What follows belongs to an exercise in optimizing a design on an open flow for small area; a production flow would make more cautious choices.
Only simulation tests tie the RTL to the original design; equivalence was not proved.
Power and IR drop assume default switching activity. The flow treats the clock pin as an ideal source, which a real chip does not have.

run A:
// udp_tx_top
module udp_tx_top
#(
    parameter [47:0] BOARD_MAC  = 48'h00_0a_35_01_fe_c0,
    parameter [31:0] BOARD_IP   = 32'hc0_a8_00_0a,
    parameter [15:0] BOARD_PORT = 16'd1234,
    parameter [47:0] PC_MAC     = 48'hff_ff_ff_ff_ff_ff,
    parameter [31:0] PC_IP      = 32'hc0_a8_00_64,
    parameter [15:0] PC_PORT    = 16'd1234,
    parameter        FIFO_DEPTH = 32
)
(
    input  wire         clk,
    input  wire         rst_n,
    input  wire         send_en,
    input  wire [15:0]  send_data_num,
    input  wire         wr_en,
    input  wire [31:0]  wr_data,
    output wire         fifo_full,
    output wire         send_end,
    output wire         eth_tx_en,
    output wire [3:0]   eth_tx_data
);
clock: 6.5 ns
lec_check: 0
cap_margin: 20
core_margin: 2
core_utilization: 60
cts_cluster_diameter: 90
cts_cluster_size: 32
place_density: 0.7
slew_margin: 20
standard.sh (not shown) runs the stock make flow with config.mk's settings and CLKGATE_MAP_FILE= SYNTH_SCRIPT=/design/flow/synth_recipe.tcl, a recipe that flattens the netlist after the stock synthesis.
==> flow/flow/run.sh <==
#!/bin/bash
# Layout: the standard flow (standard.sh, the standard synthesis included)
# with two ORFS knobs set through the environment:
#  - port buffers of the smallest buffer cell instead of the flow's pick;
#  - clock tree synthesis with the sink clustering of config.mk and no dummy
#    loads.
# make's full output goes to make_flow.log; ORFS keeps each step's log under
# orfs/logs.
set -euo pipefail
cd "$(dirname "$0")/.."
export BUFFER_PORTS_ARGS="-buffer_cell sky130_fd_sc_hd__buf_1"
export CTS_ARGS="-sink_clustering_enable -repair_clock_nets -sink_clustering_size 32 -sink_clustering_max_diameter 90 -dont_use_dummy_load"
bash standard.sh > make_flow.log 2>&1
Run A: all stages complete, timing, DRC and antenna checks passed
diff inputs: run A => run B
--- a/flow/config.mk
+++ b/flow/config.mk
@@ -7,3 +7,3 @@
 export LEC_CHECK = 0
-export CAP_MARGIN = 20
+export CAP_MARGIN = 0
 export CORE_MARGIN = 2
@@ -13,2 +13,2 @@
 export PLACE_DENSITY = 0.7
-export SLEW_MARGIN = 20
+export SLEW_MARGIN = 0
Notes after the runs:
- Between run A and run B, the share of the cycle needed by the critical path after routing figures differ only marginally.
- Compared run B against run A; via count of the routed design within noise.
- Run A and run B ended up with nearly the same sequential share of layout area.
- Run A → run B: power share of the clock group ~0 delta, routed wire length now sits at about the same level, post-synthesis to final-layout area growth ~0 delta, final standard cell utilization of the core level, actual slew at the worst max-slew pin went up by 100 ps.

---

## run 1
udp_tx_top again, from the RTL that the note above started with.
clock: 6.5 ns
lec_check: 0
cap_margin: 20
core_margin: 2
core_utilization: 60
cts_cluster_diameter: 90
cts_cluster_size: 32
place_density: 0.7
slew_margin: 20
==> flow/flow/run.sh <==
#!/bin/bash
# Layout: the standard flow (standard.sh), with
#  - the standard synthesis, then its combinational logic mapped again for
#    area (flow/remap.ys, flow/remap.abc); the flip-flops are untouched;
#  - port buffers of the smallest buffer cell instead of the flow's pick;
#  - clock tree synthesis with the sink clustering of config.mk and no dummy
#    loads.
# Each tool's full output goes to a log in this folder: make_synth.log,
# remap_yosys.log, make_flow.log (ORFS also keeps each step's log under
# orfs/logs).
set -euo pipefail
cd "$(dirname "$0")/.."
WORK=$(pwd)
RES=$WORK/orfs/results/${FLOW_PLATFORM:-sky130hd}/udp_tx_top/base
export BUFFER_PORTS_ARGS="-buffer_cell sky130_fd_sc_hd__buf_1"
export CTS_ARGS="-sink_clustering_enable -repair_clock_nets -sink_clustering_size 20 -sink_clustering_max_diameter 90 -buf_list sky130_fd_sc_hd__clkbuf_8 -dont_use_dummy_load"

bash standard.sh synth > make_synth.log 2>&1

YOSYS=$(command -v yosys || true)
[[ -n "$YOSYS" ]] || YOSYS=$FLOW_HOME/../tools/install/yosys/bin/yosys
mkdir -p remap
cp "$RES/1_2_yosys.v" remap/std.v
cp flow/remap.ys flow/remap.abc remap/
ln -sf "$FLOW_HOME/platforms/sky130hd/lib/sky130_fd_sc_hd__tt_025C_1v80.lib" remap/lib.lib
(cd remap && "$YOSYS" -s remap.ys) > remap_yosys.log 2>&1
cp remap/remapped.v "$RES/1_2_yosys.v"
rm -f "$RES/1_synth.odb" "$RES/1_synth.sdc"

bash standard.sh > make_flow.log 2>&1
==> flow/flow/remap.abc <==
&get -n
&st
&syn2
&dch -f
&nf -R 1000
&put
Other scripts of this flow, unchanged in this note and not shown: flow/flow/remap.ys
[inputs] run 2 vs run 1
--- a/flow/flow/run.sh
+++ b/flow/flow/run.sh
@@ -16 +16 @@
-export CTS_ARGS="-sink_clustering_enable -repair_clock_nets -sink_clustering_size 20 -sink_clustering_max_diameter 90 -buf_list sky130_fd_sc_hd__clkbuf_8 -dont_use_dummy_load"
+export CTS_ARGS="-sink_clustering_enable -repair_clock_nets -sink_clustering_size 36 -sink_clustering_max_diameter 90 -dont_use_dummy_load"
[compare] base=run 1 new=run 2: highest cell delay on the worst timing path moved down, count of placed standard cells in the final layout, fillers left out moved down, largest vdd supply drop moved up, summed negative setup slack over all endpoints level, mean routed wirelength per cell moved up.
Compared with run 1, run 2 degrades first-iteration DRC count.
Across both runs, time the worst path needs with I/O delays and setup was higher for run 2 than for run 1.
On routing usage on met1, run 1 and run 2 are neck and neck.
Setup changes, run 2 to run 3
--- a/flow/flow/run.sh
+++ b/flow/flow/run.sh
@@ -16 +16 @@
-export CTS_ARGS="-sink_clustering_enable -repair_clock_nets -sink_clustering_size 36 -sink_clustering_max_diameter 90 -dont_use_dummy_load"
+export CTS_ARGS="-sink_clustering_enable -repair_clock_nets -sink_clustering_size 32 -sink_clustering_max_diameter 90 -dont_use_dummy_load"
==> flow/flow/remap.abc <==
strash
dc2
dch -f
amap
topo
stime -c
buffer -c
upsize -c
dnsize -c
--- outcome ---
- Changes observed in run 3 relative to run 2: global-route usage now larger; final non-filler cell total now larger; worst path setup slack after routing now smaller; cell leakage power now larger.
- When run 3 is measured against run 2, its worst-case headroom to the max-slew limit turns out 17 points higher.
- Final area for run 3 is higher than for run 2.
- Post-placement cell area ended up about 0.6% higher on run 3 than on run 2.
- Cmp run 2 and run 3 / area of the mapped netlist / higher: run 3
The inputs of run 4 differ from those of run 3 as listed below.
Settings: clearing CTS_CLUSTER_SIZE, which used to be 32; clearing CTS_CLUSTER_DIAMETER, which used to be 90.
--- a/flow/flow/run.sh
+++ b/flow/flow/run.sh
@@ -6,2 +6,2 @@
-#  - clock tree synthesis with the sink clustering of config.mk and no dummy
-#    loads.
+#  - clock tree synthesis with clkbuf_8 buffers, clusters of at most 20
+#    sinks, and no dummy loads.
@@ -16 +16 @@
-export CTS_ARGS="-sink_clustering_enable -repair_clock_nets -sink_clustering_size 32 -sink_clustering_max_diameter 90 -dont_use_dummy_load"
+export CTS_ARGS="-sink_clustering_enable -repair_clock_nets -sink_clustering_size 20 -sink_clustering_max_diameter 90 -buf_list sky130_fd_sc_hd__clkbuf_8 -dont_use_dummy_load"
==> flow/flow/remap.abc <==
&get -n
&st
&syn2
&dch -f
&nf -R 1000
&put
There was hardly any difference in maximum number of pins on one net before global-route repair between run 4 and run 3.
The proportion of total power due to net switching of run 4 is higher than that of run 3.
Per the comparison of run 4 with run 3, cell depth of the worst setup path lost 12, final worst slack picked up an extra 0.15 ns, placed cell count lost 67, core utilization lost 0.56 points, synthesized cell count lost about 5%.
The destination of the critical timing path comes out u_fifo.st[1][28] in one run and u_fifo.st[1][22] in the other, namely in run 3 and run 4 respectively.
Relative to run 3, the sequential power of run 4 is higher by about 10%.

separate check: timing with driven ports:
The flow's constraints put no driver on any port. The routed layouts listed below were extracted and timed again, unchanged, in two steps.
Step 1 assumes that a clkbuf_16 drives the clock port and a buf_2 every other input.
Step 2 adds t to the input delays and takes it off the output delays; t is the mean of the earliest and latest rising clock arrival at the registers after step 1. Input paths then give back, and output paths get back, about the clock's delay inside the block.
Three values: no drivers, after step 1, after step 2; two values: the first two.
| run | shift t [ns] | setup WS [ns] | latest minus earliest clock arrival (ns) |
|---|---|---|---|
| run A | 0.623 | 1.288 / 1.288 / 1.288 | 0.055 / 0.055 |
| run B | 0.624 | 1.294 / 1.294 / 1.294 | 0.055 / 0.056 |
| run 1 | 0.700 | 0.650 / 0.650 / 0.650 | 0.053 / 0.053 |
| run 2 | 0.623 | 0.631 / 0.631 / 0.631 | 0.065 / 0.065 |
| run 3 | 0.629 | 0.501 / 0.501 / 0.501 | 0.088 / 0.087 |
| run 4 | 0.700 | 0.650 / 0.650 / 0.650 | 0.053 / 0.053 |
After both steps every run listed still meets setup and hold.
